This is an optimization exercise on Yosys and OpenROAD, whose aim is small area, a short achievable clock period and few clock cycles per item, not a production implementation. At most, simulation tests tie the RTL to the original design; equivalence was not proved. Power is estimated from default activity; no workload was simulated.

==> run H: inputs <==
==> flow/design.v <==
`default_nettype none
package bubf_pkg;
    localparam int FUNC_W = 3;
    localparam int BYTE_W = 8;
    localparam int DIV_W  = 13;
    localparam int OUT_BITS = 2 * BYTE_W + DIV_W + 4;
    localparam int OUT_W    = ((OUT_BITS + 7) / 8) * 8;
    localparam logic [FUNC_W-1:0] FUNC_RD_DATA   = 3'd0;
    localparam logic [FUNC_W-1:0] FUNC_RD_STATUS = 3'd1;
    localparam logic [FUNC_W-1:0] FUNC_WR_DATA   = 3'd2;
    localparam logic [FUNC_W-1:0] FUNC_WR_CMD    = 3'd3;
    localparam logic [FUNC_W-1:0] FUNC_RX_BYTE   = 3'd4;
    localparam logic [FUNC_W-1:0] FUNC_TX_READY  = 3'd5;
    localparam logic [BYTE_W-1:0] ASCII_0 = 8'h30;
    localparam logic [BYTE_W-1:0] ASCII_9 = 8'h39;
    localparam logic [BYTE_W-1:0] STATUS_READY = 8'hFF;
    localparam int unsigned ClockHz = 20000000;
    localparam int unsigned Oversample = 16;
    localparam int unsigned DIV_300     = ClockHz / Oversample / 300 - 1;
    localparam int unsigned DIV_600     = ClockHz / Oversample / 600 - 1;
    localparam int unsigned DIV_1200    = ClockHz / Oversample / 1200 - 1;
    localparam int unsigned DIV_2400    = ClockHz / Oversample / 2400 - 1;
    localparam int unsigned DIV_4800    = ClockHz / Oversample / 4800 - 1;
    localparam int unsigned DIV_9600    = ClockHz / Oversample / 9600 - 1;
    localparam int unsigned DIV_19200   = ClockHz / Oversample / 19200 - 1;
    localparam int unsigned DIV_38400   = ClockHz / Oversample / 38400 - 1;
    localparam int unsigned DIV_125000  = ClockHz / Oversample / 125000 - 1;
    localparam int unsigned DIV_1250000 = ClockHz / Oversample / 1250000 - 1;
    localparam int unsigned DIV_250000  = ClockHz / Oversample / 250000 - 1;
    localparam logic [DIV_W-1:0] DIV_RESET = DIV_W'(DIV_250000);
    localparam logic [DIV_W-1:0] DIV_MAX   = DIV_W'(DIV_300);
    typedef struct packed {
        logic [FUNC_W-1:0] func;
        logic              hit;        
        logic              rx_avail;   
        logic              overflow;
        logic [DIV_W-1:0]  divisor;
    } s1_ctrl_t;
    function automatic logic [DIV_W-1:0] divisor_lookup(input logic [BYTE_W-1:0] b);
        logic [DIV_W-1:0] d;
        d = DIV_W'(DIV_38400);
        if (b >= ASCII_0 && b <= ASCII_9)
        begin
            case (4'(b - ASCII_0))
                4'd0:    d = DIV_W'(DIV_300);
                4'd1:    d = DIV_W'(DIV_600);
                4'd2:    d = DIV_W'(DIV_1200);
                4'd3:    d = DIV_W'(DIV_2400);
                4'd4:    d = DIV_W'(DIV_4800);
                4'd5:    d = DIV_W'(DIV_9600);
                4'd6:    d = DIV_W'(DIV_19200);
                4'd7:    d = DIV_W'(DIV_38400);
                4'd8:    d = DIV_W'(DIV_125000);
                4'd9:    d = DIV_W'(DIV_1250000);
                default: d = DIV_W'(DIV_38400);
            endcase
        end
        divisor_lookup = d;
    endfunction
endpackage
`default_nettype wire
`default_nettype none
module bubf_ring_ram (
    input  wire logic       clk,
    input  wire logic       rst_n,
    input  wire logic [3:0] ph,
    input  wire logic       push,
    input  wire logic       pop,
    input  wire logic       rd_sel,    
    input  wire logic [7:0] din,
    output logic      [7:0] dout,      
    output logic            empty,
    output logic            full
);
    logic [7:0]   head, tail, cnt;
    logic         nempty_r, full_r, cnt_ge16, cnt_gt16;
    logic [15:0]  pend, hv, fire_r;
    logic [15:0]  lt, win;
    logic [15:0]  toh;
    logic [127:0] wbuf, hreg;
    logic [127:0] tap;
    logic [15:0]  cap, rdl, ld, fire_n;
    assign empty = !nempty_r;
    assign full  = full_r;
    assign toh[0] = !lt[0];
    genvar k;
    generate
        for (k = 1; k < 16; k = k + 1)
        begin : g_toh
            assign toh[k] = lt[k-1] && !lt[k];
        end
    endgenerate
    always_comb
    begin
        dout = 8'h00;
        for (int i = 0; i < 16; i++)
        begin
            if (rd_sel && toh[i] && hv[i])
                dout = dout | hreg[i*8 +: 8];
            if (rd_sel && toh[i] && !hv[i])
                dout = dout | wbuf[i*8 +: 8];
        end
    end
    logic [3:0] ph1, ph2;
    logic eqn_h0, eqn_h1, eq_t0, eq_t1;
    assign ph1    = 4'(ph + 4'd1);
    assign ph2    = 4'(ph + 4'd2);
    assign eqn_h0 = (ph1 == head[7:4]);
    assign eqn_h1 = (ph2 == head[7:4]);
    assign eq_t0  = (ph == tail[7:4]);
    assign eq_t1  = (ph == 4'(tail[7:4] + 4'd1));
    genvar l;
    generate
        for (l = 0; l < 16; l = l + 1)
        begin : g_loop
            logic [127:0] sr;
            logic         cap_keep, cap_pop;
            assign fire_n[l] = ld[l] ? eqn_h0
                                     : (pend[l] && ((4'(l) >= head[3:0]) ? eqn_h1 : eqn_h0));
            assign tap[l*8 +: 8] = fire_r[l] ? wbuf[l*8 +: 8] : sr[127:120];
            always_ff @(posedge clk)
            begin
                sr <= {sr[119:0], tap[l*8 +: 8]};
            end
            assign rdl[l]   = pop && toh[l];
            assign cap_keep = !hv[l] && win[l] && (lt[l] ? eq_t1 : eq_t0);
            assign cap_pop  = toh[l] ? (cnt_gt16 && eq_t1) : cap_keep;
            assign cap[l]   = pop ? cap_pop : cap_keep;
            assign ld[l]    = push && (head[3:0] == 4'(l));
            always_ff @(posedge clk)
            begin
                if (ld[l])
                    wbuf[l*8 +: 8] <= din;
                if (cap[l])
                    hreg[l*8 +: 8] <= tap[l*8 +: 8];
            end
            always_ff @(posedge clk or negedge rst_n)
            begin
                if (!rst_n)
                begin
                    pend[l]   <= 1'b0;
                    fire_r[l] <= 1'b0;
                    hv[l]     <= 1'b0;
                    win[l]    <= 1'b0;
                end
                else
                begin
                    pend[l]   <= ld[l] || (pend[l] && !fire_r[l]);
                    fire_r[l] <= fire_n[l];
                    hv[l]     <= cap[l] || (hv[l] && !rdl[l]);
                    if (ld[l] && !cnt_ge16)
                        win[l] <= 1'b1;
                    else if (rdl[l] && !cnt_gt16)
                        win[l] <= 1'b0;
                end
            end
        end
    endgenerate
    always_ff @(posedge clk or negedge rst_n)
    begin
        if (!rst_n)
        begin
            head     <= '0;
            tail     <= '0;
            cnt      <= '0;
            lt       <= '0;
            nempty_r <= 1'b0;
            full_r   <= 1'b0;
            cnt_ge16 <= 1'b0;
            cnt_gt16 <= 1'b0;
        end
        else
        begin
            if (push)
            begin
                head     <= head + 8'd1;
                cnt      <= cnt + 8'd1;
                nempty_r <= 1'b1;
                full_r   <= (cnt == 8'd254);
                cnt_ge16 <= (cnt > 8'd14);
                cnt_gt16 <= (cnt > 8'd15);
            end
            else if (pop)
            begin
                tail     <= tail + 8'd1;
                lt       <= (tail[3:0] == 4'd15) ? 16'h0000 : {lt[14:0], 1'b1};
                cnt      <= cnt - 8'd1;
                nempty_r <= (cnt != 8'd1);
                full_r   <= 1'b0;
                cnt_ge16 <= (cnt > 8'd16);
                cnt_gt16 <= (cnt > 8'd17);
            end
        end
    end
endmodule
`default_nettype wire
`default_nettype none
module bus_uart_bridge_fifo_core #(
    parameter int RING_DEPTH = 256
) (
    input  wire logic        clk,
    input  wire logic        rst_n,
    input  wire logic        s_tvalid,
    output logic             s_tready,
    input  wire logic [7:0]  s_tdata,    
    input  wire logic [2:0]  s_tuser,    
    output logic             m_tvalid,
    input  wire logic        m_tready,
    output logic [bubf_pkg::OUT_W-1:0] m_tdata
);
    logic       in_v, sk_v;
    logic [2:0] sk_f;
    logic       in_rd, in_st, in_wr, in_cmd, in_rx, in_tx, in_rel;
    logic [7:0] in_d, sk_d;
    logic       out_valid;
    logic [7:0] out_bus_data, out_tx_byte;
    logic       out_bus_drive, out_wait_release, out_tx_valid, out_overflow;
    logic [bubf_pkg::DIV_W-1:0] divisor_x;
    logic [3:0] ph;
    logic       adv, take, acc;
    logic       rx_empty, rx_full, tx_empty, tx_full;
    logic       rx_push, rx_pop, tx_push, tx_pop;
    logic [7:0] rx_dout, tx_dout;
    assign s_tready = !sk_v;
    assign acc      = s_tvalid && !sk_v;
    assign adv      = !out_valid || m_tready;
    assign take     = in_v && adv;
    assign rx_pop  = take && in_rd && !rx_empty;
    assign tx_push = take && in_wr && !tx_full;
    assign rx_push = take && in_rx && !rx_full;
    assign tx_pop  = take && in_tx && !tx_empty;
    bubf_ring_ram u_rx_ram (
        .clk   (clk),
        .rst_n (rst_n),
        .ph    (ph),
        .push  (rx_push),
        .pop   (rx_pop),
        .rd_sel(in_rd && !rx_empty),
        .din   (in_d),
        .dout  (rx_dout),
        .empty (rx_empty),
        .full  (rx_full)
    );
    bubf_ring_ram u_tx_ram (
        .clk   (clk),
        .rst_n (rst_n),
        .ph    (ph),
        .push  (tx_push),
        .pop   (tx_pop),
        .rd_sel(in_tx && !tx_empty),
        .din   (in_d),
        .dout  (tx_dout),
        .empty (tx_empty),
        .full  (tx_full)
    );
    logic [7:0] bus_data_n, tx_byte_n;
    logic       bus_drive_n, wait_release_n, tx_valid_n, overflow_n;
    assign bus_data_n     = rx_dout | {8{in_st && !rx_empty}};
    assign bus_drive_n    = in_st || (in_rd && !rx_empty);
    assign wait_release_n = in_rel;
    assign tx_valid_n     = in_tx && !tx_empty;
    assign tx_byte_n      = tx_dout;
    assign overflow_n     = (in_wr && tx_full) || (in_rx && rx_full);
    logic [2:0] f_sel;
    logic [7:0] d_sel;
    assign f_sel = sk_v ? sk_f : s_tuser;
    assign d_sel = sk_v ? sk_d : s_tdata;
    always_ff @(posedge clk or negedge rst_n)
    begin
        if (!rst_n)
        begin
            ph          <= '0;
            in_v        <= 1'b0;
            sk_v        <= 1'b0;
            out_valid   <= 1'b0;
            divisor_x   <= '0;
        end
        else
        begin
            ph <= ph + 4'd1;
            if (!in_v || adv)
            begin
                in_v <= sk_v || acc;
                sk_v <= 1'b0;
            end
            else if (acc)
            begin
                sk_v <= 1'b1;
            end
            if (adv)
            begin
                out_valid <= in_v;
            end
            if (take && in_cmd)
            begin
                divisor_x   <= bubf_pkg::divisor_lookup(in_d) ^ 13'h0004;
            end
        end
    end
    always_ff @(posedge clk)
    begin
        if (!in_v || adv)
        begin
            in_rd  <= (f_sel == bubf_pkg::FUNC_RD_DATA);
            in_st  <= (f_sel == bubf_pkg::FUNC_RD_STATUS);
            in_wr  <= (f_sel == bubf_pkg::FUNC_WR_DATA);
            in_cmd <= (f_sel == bubf_pkg::FUNC_WR_CMD);
            in_rx  <= (f_sel == bubf_pkg::FUNC_RX_BYTE);
            in_tx  <= (f_sel == bubf_pkg::FUNC_TX_READY);
            in_rel <= (f_sel[2] == 1'b0);
            in_d   <= d_sel;
        end
        if (acc)
        begin
            sk_f <= s_tuser;
            sk_d <= s_tdata;
        end
    end
    always_ff @(posedge clk or negedge rst_n)
    begin
        if (!rst_n)
        begin
            out_bus_data     <= '0;
            out_bus_drive    <= 1'b0;
            out_wait_release <= 1'b0;
            out_tx_byte      <= '0;
            out_tx_valid     <= 1'b0;
            out_overflow     <= 1'b0;
        end
        else if (adv)
        begin
            out_bus_data     <= bus_data_n;
            out_bus_drive    <= bus_drive_n;
            out_wait_release <= wait_release_n;
            out_tx_byte      <= tx_byte_n;
            out_tx_valid     <= tx_valid_n;
            out_overflow     <= overflow_n;
        end
    end
    assign m_tvalid = out_valid;
    assign m_tdata  = {
        (bubf_pkg::OUT_W - bubf_pkg::OUT_BITS)'(0),
        out_overflow, divisor_x ^ 13'h0004, out_tx_valid, out_tx_byte,
        out_wait_release, out_bus_drive, out_bus_data
    };
endmodule
`default_nettype wire
==> flow/flow/run.sh <==
#!/bin/bash
# Standard layout, with clock tree synthesis told to build larger sink
# clusters and to add no dummy loads.
set -euo pipefail
export CTS_ARGS="-sink_clustering_enable -repair_clock_nets -dont_use_dummy_load -sink_clustering_size 28 -sink_clustering_max_diameter 60"
bash standard.sh finish > standard_flow.log 2>&1
==> flow/standard.sh <==
#!/bin/bash
# synth_recipe.tcl (not shown) runs the flow's synth.tcl, then flattens the netlist and writes it again
# the make line also repeats each setting of config.mk as NAME=value (left out here)
make -C /OpenROAD-flow-scripts/flow DESIGN_CONFIG=/design/flow/config.mk WORK_HOME=/design/flow/orfs CLKGATE_MAP_FILE= SYNTH_SCRIPT=/design/flow/synth_recipe.tcl "${@:-finish}"
==> flow/config.mk <==
export PLATFORM = sky130hd
export DESIGN_NAME = bus_uart_bridge_fifo_core
export DESIGN_NICKNAME = bus_uart_bridge_fifo_core
export VERILOG_FILES = /design/flow/design.v
export SDC_FILE = /design/flow/constraint.sdc
export NUM_CORES = 4
export LEC_CHECK = 0
export ABC_CLOCK_PERIOD_IN_PS = 2200
export CAP_MARGIN = 20
export CORE_MARGIN = 2
export CORE_UTILIZATION = 70
export PLACE_DENSITY = 0.78
export SETUP_SLACK_MARGIN = 2.4
export SLEW_MARGIN = 20
==> flow/constraint.sdc <==
create_clock -name core_clock -period 4.8 [get_ports {clk}]
set_input_delay 0.9600 -clock core_clock [delete_from_list [all_inputs] [get_ports {clk}]]
set_output_delay 0.9600 -clock core_clock [all_outputs]
set_load 0.01 [all_outputs]
==> run B (differences from run H) <==
--- a/flow/design.v
+++ b/flow/design.v
@@ -227,6 +227,6 @@
     assign take     = in_v && adv;
-    assign rx_pop  = take && in_rd && !rx_empty;
-    assign tx_push = take && in_wr && !tx_full;
-    assign rx_push = take && in_rx && !rx_full;
-    assign tx_pop  = take && in_tx && !tx_empty;
+    assign rx_pop  = adv && in_rd && !rx_empty;
+    assign tx_push = adv && in_wr && !tx_full;
+    assign rx_push = adv && in_rx && !rx_full;
+    assign tx_pop  = adv && in_tx && !tx_empty;
     bubf_ring_ram u_rx_ram (
@@ -293,3 +293,3 @@
             end
-            if (take && in_cmd)
+            if (adv && in_cmd)
             begin
@@ -303,9 +303,2 @@
         begin
-            in_rd  <= (f_sel == bubf_pkg::FUNC_RD_DATA);
-            in_st  <= (f_sel == bubf_pkg::FUNC_RD_STATUS);
-            in_wr  <= (f_sel == bubf_pkg::FUNC_WR_DATA);
-            in_cmd <= (f_sel == bubf_pkg::FUNC_WR_CMD);
-            in_rx  <= (f_sel == bubf_pkg::FUNC_RX_BYTE);
-            in_tx  <= (f_sel == bubf_pkg::FUNC_TX_READY);
-            in_rel <= (f_sel[2] == 1'b0);
             in_d   <= d_sel;
@@ -317,2 +310,27 @@
         end
+    end
+    logic new_v;
+    assign new_v = sk_v || acc;
+    always_ff @(posedge clk or negedge rst_n)
+    begin
+        if (!rst_n)
+        begin
+            in_rd  <= 1'b0;
+            in_st  <= 1'b0;
+            in_wr  <= 1'b0;
+            in_cmd <= 1'b0;
+            in_rx  <= 1'b0;
+            in_tx  <= 1'b0;
+            in_rel <= 1'b0;
+        end
+        else if (!in_v || adv)
+        begin
+            in_rd  <= new_v && (f_sel == bubf_pkg::FUNC_RD_DATA);
+            in_st  <= new_v && (f_sel == bubf_pkg::FUNC_RD_STATUS);
+            in_wr  <= new_v && (f_sel == bubf_pkg::FUNC_WR_DATA);
+            in_cmd <= new_v && (f_sel == bubf_pkg::FUNC_WR_CMD);
+            in_rx  <= new_v && (f_sel == bubf_pkg::FUNC_RX_BYTE);
+            in_tx  <= new_v && (f_sel == bubf_pkg::FUNC_TX_READY);
+            in_rel <= new_v && (f_sel[2] == 1'b0);
+        end
     end
==> flow/flow/run.sh (replaced) <==
#!/bin/bash
# Standard layout, with clock tree synthesis told to build larger sink
# clusters and to add no dummy loads.
set -euo pipefail
export CTS_ARGS="-sink_clustering_enable -repair_clock_nets -dont_use_dummy_load -sink_clustering_size 30 -sink_clustering_max_diameter 60"
bash standard.sh finish > standard_flow.log 2>&1
--- a/flow/config.mk
+++ b/flow/config.mk
@@ -10,4 +10,4 @@
 export CORE_MARGIN = 2
-export CORE_UTILIZATION = 70
-export PLACE_DENSITY = 0.78
+export CORE_UTILIZATION = 60
+export PLACE_DENSITY = 0.7
 export SETUP_SLACK_MARGIN = 2.4
==> run E (differences from run H) <==
==> flow/design.v, changed modules only <==
module bubf_ring_ram (
    input  wire logic       clk,
    input  wire logic       rst_n,
    input  wire logic [3:0] ph,
    input  wire logic       push,
    input  wire logic       pop,
    input  wire logic       rd_sel,    
    input  wire logic [7:0] din,
    output logic      [7:0] dout,      
    output logic            nempty_n,  
    output logic            full_n     
);
    logic [7:0]   head, tail, cnt;
    logic         nempty_r, full_r, cnt_ge16, cnt_gt16;
    logic [15:0]  pend, hv, fire_r;
    logic [15:0]  hlt, lt, win;
    logic [15:0]  toh, hoh;
    logic [127:0] wbuf, hreg;
    logic [127:0] tap;
    logic [15:0]  cap, rdl, ld, fire_n;
    assign nempty_n = push || (pop ? (cnt != 8'd1) : nempty_r);
    assign full_n   = push ? (cnt == 8'd254) : (!pop && full_r);
    assign toh[0] = !lt[0];
    assign hoh[0] = !hlt[0];
    genvar k;
    generate
        for (k = 1; k < 16; k = k + 1)
        begin : g_toh
            assign toh[k] = lt[k-1] && !lt[k];
            assign hoh[k] = hlt[k-1] && !hlt[k];
        end
    endgenerate
    always_comb
    begin
        dout = 8'h00;
        for (int i = 0; i < 16; i++)
        begin
            if (rd_sel && toh[i] && hv[i])
                dout = dout | hreg[i*8 +: 8];
            if (rd_sel && toh[i] && !hv[i])
                dout = dout | wbuf[i*8 +: 8];
        end
    end
    logic [3:0] ph1, ph2;
    logic eqn_h0, eqn_h1, eq_t0, eq_t1;
    assign ph1    = 4'(ph + 4'd1);
    assign ph2    = 4'(ph + 4'd2);
    assign eqn_h0 = (ph1 == head[7:4]);
    assign eqn_h1 = (ph2 == head[7:4]);
    assign eq_t0  = (ph == tail[7:4]);
    assign eq_t1  = (ph == 4'(tail[7:4] + 4'd1));
    genvar l;
    generate
        for (l = 0; l < 16; l = l + 1)
        begin : g_loop
            logic [127:0] sr;
            logic         cap_keep, cap_pop;
            assign fire_n[l] = ld[l] ? eqn_h0
                                     : (pend[l] && (hlt[l] ? eqn_h0 : eqn_h1));
            assign tap[l*8 +: 8] = fire_r[l] ? wbuf[l*8 +: 8] : sr[127:120];
            always_ff @(posedge clk)
            begin
                sr <= {sr[119:0], tap[l*8 +: 8]};
            end
            assign rdl[l]   = pop && toh[l];
            assign cap_keep = !hv[l] && win[l] && (lt[l] ? eq_t1 : eq_t0);
            assign cap_pop  = toh[l] ? (cnt_gt16 && eq_t1) : cap_keep;
            assign cap[l]   = pop ? cap_pop : cap_keep;
            assign ld[l]    = push && hoh[l];
            always_ff @(posedge clk)
            begin
                if (ld[l])
                    wbuf[l*8 +: 8] <= din;
                if (cap[l])
                    hreg[l*8 +: 8] <= tap[l*8 +: 8];
            end
            always_ff @(posedge clk or negedge rst_n)
            begin
                if (!rst_n)
                begin
                    pend[l]   <= 1'b0;
                    fire_r[l] <= 1'b0;
                    hv[l]     <= 1'b0;
                    win[l]    <= 1'b0;
                end
                else
                begin
                    pend[l]   <= ld[l] || (pend[l] && !fire_r[l]);
                    fire_r[l] <= fire_n[l];
                    hv[l]     <= cap[l] || (hv[l] && !rdl[l]);
                    if (ld[l] && !cnt_ge16)
                        win[l] <= 1'b1;
                    else if (rdl[l] && !cnt_gt16)
                        win[l] <= 1'b0;
                end
            end
        end
    endgenerate
    always_ff @(posedge clk or negedge rst_n)
    begin
        if (!rst_n)
        begin
            head     <= '0;
            tail     <= '0;
            cnt      <= '0;
            hlt      <= '0;
            lt       <= '0;
            nempty_r <= 1'b0;
            full_r   <= 1'b0;
            cnt_ge16 <= 1'b0;
            cnt_gt16 <= 1'b0;
        end
        else
        begin
            if (push)
            begin
                head     <= head + 8'd1;
                hlt      <= (head[3:0] == 4'd15) ? 16'h0000 : {hlt[14:0], 1'b1};
                cnt      <= cnt + 8'd1;
                nempty_r <= 1'b1;
                full_r   <= (cnt == 8'd254);
                cnt_ge16 <= (cnt > 8'd14);
                cnt_gt16 <= (cnt > 8'd15);
            end
            else if (pop)
            begin
                tail     <= tail + 8'd1;
                lt       <= (tail[3:0] == 4'd15) ? 16'h0000 : {lt[14:0], 1'b1};
                cnt      <= cnt - 8'd1;
                nempty_r <= (cnt != 8'd1);
                full_r   <= 1'b0;
                cnt_ge16 <= (cnt > 8'd16);
                cnt_gt16 <= (cnt > 8'd17);
            end
        end
    end
endmodule
module bus_uart_bridge_fifo_core #(
    parameter int RING_DEPTH = 256
) (
    input  wire logic        clk,
    input  wire logic        rst_n,
    input  wire logic        s_tvalid,
    output logic             s_tready,
    input  wire logic [7:0]  s_tdata,    
    input  wire logic [2:0]  s_tuser,    
    output logic             m_tvalid,
    input  wire logic        m_tready,
    output logic [bubf_pkg::OUT_W-1:0] m_tdata
);
    logic       in_v, sk_v;
    logic [2:0] sk_f;
    logic [7:0] in_d, sk_d;
    logic       rx_rd, rx_st, tx_rd, rx_wr, tx_wr, ovf, in_cmd, in_rel;
    logic       out_valid;
    logic [7:0] out_bus_data, out_tx_byte;
    logic       out_bus_drive, out_wait_release, out_tx_valid, out_overflow;
    logic [bubf_pkg::DIV_W-1:0] divisor_x;
    logic [3:0] ph;
    logic       adv, acc, ld_in;
    logic       rx_push, rx_pop, tx_push, tx_pop;
    logic       rx_nempty_n, rx_full_n, tx_nempty_n, tx_full_n;
    logic [7:0] rx_dout, tx_dout;
    assign s_tready = !sk_v;
    assign acc      = s_tvalid && !sk_v;
    assign adv      = !out_valid || m_tready;
    assign ld_in    = !in_v || adv;
    assign rx_pop  = adv && rx_rd;
    assign rx_push = adv && rx_wr;
    assign tx_pop  = adv && tx_rd;
    assign tx_push = adv && tx_wr;
    bubf_ring_ram u_rx_ram (
        .clk      (clk),
        .rst_n    (rst_n),
        .ph       (ph),
        .push     (rx_push),
        .pop      (rx_pop),
        .rd_sel   (rx_rd),
        .din      (in_d),
        .dout     (rx_dout),
        .nempty_n (rx_nempty_n),
        .full_n   (rx_full_n)
    );
    bubf_ring_ram u_tx_ram (
        .clk      (clk),
        .rst_n    (rst_n),
        .ph       (ph),
        .push     (tx_push),
        .pop      (tx_pop),
        .rd_sel   (tx_rd),
        .din      (in_d),
        .dout     (tx_dout),
        .nempty_n (tx_nempty_n),
        .full_n   (tx_full_n)
    );
    logic [7:0] bus_data_n;
    assign bus_data_n = rx_dout | {8{rx_st}};
    logic [2:0] f_sel;
    logic [7:0] d_sel;
    logic       new_v;
    assign f_sel = sk_v ? sk_f : s_tuser;
    assign d_sel = sk_v ? sk_d : s_tdata;
    assign new_v = sk_v || acc;
    logic in_st;
    always_ff @(posedge clk or negedge rst_n)
    begin
        if (!rst_n)
        begin
            rx_rd  <= 1'b0;
            rx_st  <= 1'b0;
            in_st  <= 1'b0;
            tx_rd  <= 1'b0;
            rx_wr  <= 1'b0;
            tx_wr  <= 1'b0;
            ovf    <= 1'b0;
            in_cmd <= 1'b0;
            in_rel <= 1'b0;
        end
        else if (ld_in)
        begin
            rx_rd  <= new_v && (f_sel == bubf_pkg::FUNC_RD_DATA)   && rx_nempty_n;
            rx_st  <= new_v && (f_sel == bubf_pkg::FUNC_RD_STATUS) && rx_nempty_n;
            in_st  <= new_v && (f_sel == bubf_pkg::FUNC_RD_STATUS);
            tx_rd  <= new_v && (f_sel == bubf_pkg::FUNC_TX_READY)  && tx_nempty_n;
            rx_wr  <= new_v && (f_sel == bubf_pkg::FUNC_RX_BYTE)   && !rx_full_n;
            tx_wr  <= new_v && (f_sel == bubf_pkg::FUNC_WR_DATA)   && !tx_full_n;
            ovf    <= new_v && (((f_sel == bubf_pkg::FUNC_RX_BYTE) && rx_full_n)
                                || ((f_sel == bubf_pkg::FUNC_WR_DATA) && tx_full_n));
            in_cmd <= new_v && (f_sel == bubf_pkg::FUNC_WR_CMD);
            in_rel <= new_v && (f_sel[2] == 1'b0);
        end
    end
    always_ff @(posedge clk or negedge rst_n)
    begin
        if (!rst_n)
        begin
            ph          <= '0;
            in_v        <= 1'b0;
            sk_v        <= 1'b0;
            out_valid   <= 1'b0;
            divisor_x   <= '0;
        end
        else
        begin
            ph <= ph + 4'd1;
            if (ld_in)
            begin
                in_v <= new_v;
                sk_v <= 1'b0;
            end
            else if (acc)
            begin
                sk_v <= 1'b1;
            end
            if (adv)
            begin
                out_valid <= in_v;
            end
            if (adv && in_cmd)
            begin
                divisor_x <= bubf_pkg::divisor_lookup(in_d) ^ 13'h0004;
            end
        end
    end
    always_ff @(posedge clk)
    begin
        if (ld_in)
        begin
            in_d <= d_sel;
        end
        if (acc)
        begin
            sk_f <= s_tuser;
            sk_d <= s_tdata;
        end
    end
    always_ff @(posedge clk or negedge rst_n)
    begin
        if (!rst_n)
        begin
            out_bus_data     <= '0;
            out_bus_drive    <= 1'b0;
            out_wait_release <= 1'b0;
            out_tx_byte      <= '0;
            out_tx_valid     <= 1'b0;
            out_overflow     <= 1'b0;
        end
        else if (adv)
        begin
            out_bus_data     <= bus_data_n;
            out_bus_drive    <= in_st || rx_rd;
            out_wait_release <= in_rel;
            out_tx_byte      <= tx_dout;
            out_tx_valid     <= tx_rd;
            out_overflow     <= ovf;
        end
    end
    assign m_tvalid = out_valid;
    assign m_tdata  = {
        (bubf_pkg::OUT_W - bubf_pkg::OUT_BITS)'(0),
        out_overflow, divisor_x ^ 13'h0004, out_tx_valid, out_tx_byte,
        out_wait_release, out_bus_drive, out_bus_data
    };
endmodule
==> flow/flow/run.sh (replaced) <==
#!/bin/bash
# Standard layout, with clock tree synthesis told to build larger sink
# clusters and to add no dummy loads.
set -euo pipefail
export CTS_ARGS="-sink_clustering_enable -repair_clock_nets -dont_use_dummy_load -sink_clustering_size 30 -sink_clustering_max_diameter 60"
bash standard.sh finish > standard_flow.log 2>&1
--- a/flow/config.mk
+++ b/flow/config.mk
@@ -7,7 +7,7 @@
 export LEC_CHECK = 0
-export ABC_CLOCK_PERIOD_IN_PS = 2200
+export ABC_CLOCK_PERIOD_IN_PS = 1800
 export CAP_MARGIN = 20
 export CORE_MARGIN = 2
-export CORE_UTILIZATION = 70
-export PLACE_DENSITY = 0.78
+export CORE_UTILIZATION = 60
+export PLACE_DENSITY = 0.7
 export SETUP_SLACK_MARGIN = 2.4
==> comparison <==
- Run E completed with no timing, DRC or antenna violations. Run B finished clean. Run H passed the timing, DRC and antenna checks.
- In run E the via count is lower than in run B, by about 4%.
- The highest cell area belongs to run H, the lowest to run E.
- Clock skew: run B > run E > run H.
- Of run E and run B, run E has the higher power (gap 5.0%, measured against run B).
- In run E the clock power is smaller than in run H, by about 3%.
- Global-route usage: run E < run B < run H.
- Against run B, the clock-buffer cell count of run H is higher by 1.
- The lowest routed wire length belongs to run E, the highest to run H.
==> figures <==
quantity                                                      run E        run B        run H
Result of the run                  no timing/DRC/antenna violations  no timing/DRC/antenna violations  no timing/DRC/antenna violations
Final-layout non-clock buffer area share                     1.550%       1.985%       2.387%
Switching part of the total power                            20.84%       21.67%       23.75%
Most heavily used metal layer in global routing                met1         met1         met2
Maximum fanout encountered on the critical timing path            2           12            8
Synthesis-to-layout area growth                              8.941%       10.38%       10.48%
Pleak                                                      50.87 nW     51.41 nW     51.89 nW
Vertical die dimension                                     451.0 um     449.4 um     416.9 um
Worst setup slack after layout                             2.287 ns     2.298 ns     2.151 ns
Final WL                                                 220,500 um   268,600 um   290,600 um
Fin util                                                     65.56%       66.61%       77.87%
Proportion of cell area occupied by multi-input gates        10.74%       11.35%       11.63%
Finished layout cell area                               130,600 um2  131,400 um2  131,800 um2
Met1 demand-to-capacity share in global routing              34.22%       42.04%       38.20%
Clock buf/inv share                                          3.985%       4.000%       4.005%
Avg Synthesized Cell Area                                 17.14 um2    16.96 um2    16.96 um2
Met3 Routed Length                                        17,030 um    19,890 um    19,010 um
Seq. cell area                                          105,600 um2  104,800 um2  104,800 um2
Testbench counts of run H, summed over its fixed seeds: cycles 48,016, items 48,000.
Only the layout flow was run in run B and run E; the RTL was not checked for function there.

## what the ideal ports hide
The flow's constraints put no driver on any port. The routed layouts listed below were extracted and timed again, unchanged, in two steps. Step 1 assumes that a clkbuf_16 drives the clock port and a buf_2 every other input. Step 2 moves the port delays by t, midway between the first and last clock arrival at a register: inputs arrive t later, outputs are due t later. That takes back most of the time a late clock gives input paths. Slacks: no drivers / after step 1 / after step 2; pairs: no drivers / after step 1.
run | t, ns | setup WS [ns] | hold WS [ns] | worst setup path after step 2 | cell pins on the clock port's net
run H | 0.943 | 2.151 / 2.151 / 1.528 | 0.022 / -0.001 / 0.287 | input to register | 1
run B | 0.924 | 2.298 / 2.224 / 1.621 | 0.121 / 0.101 / 0.278 | input to register | 1
run E | 0.925 | 2.287 / 2.200 / 1.725 | 0.161 / 0.123 / 0.253 | input to register | 1
After both steps setup and hold are still met in every run listed. For run B, which loses most, drivers alone change the setup slack by -0.074 ns; drivers and shift together by -0.677 ns.
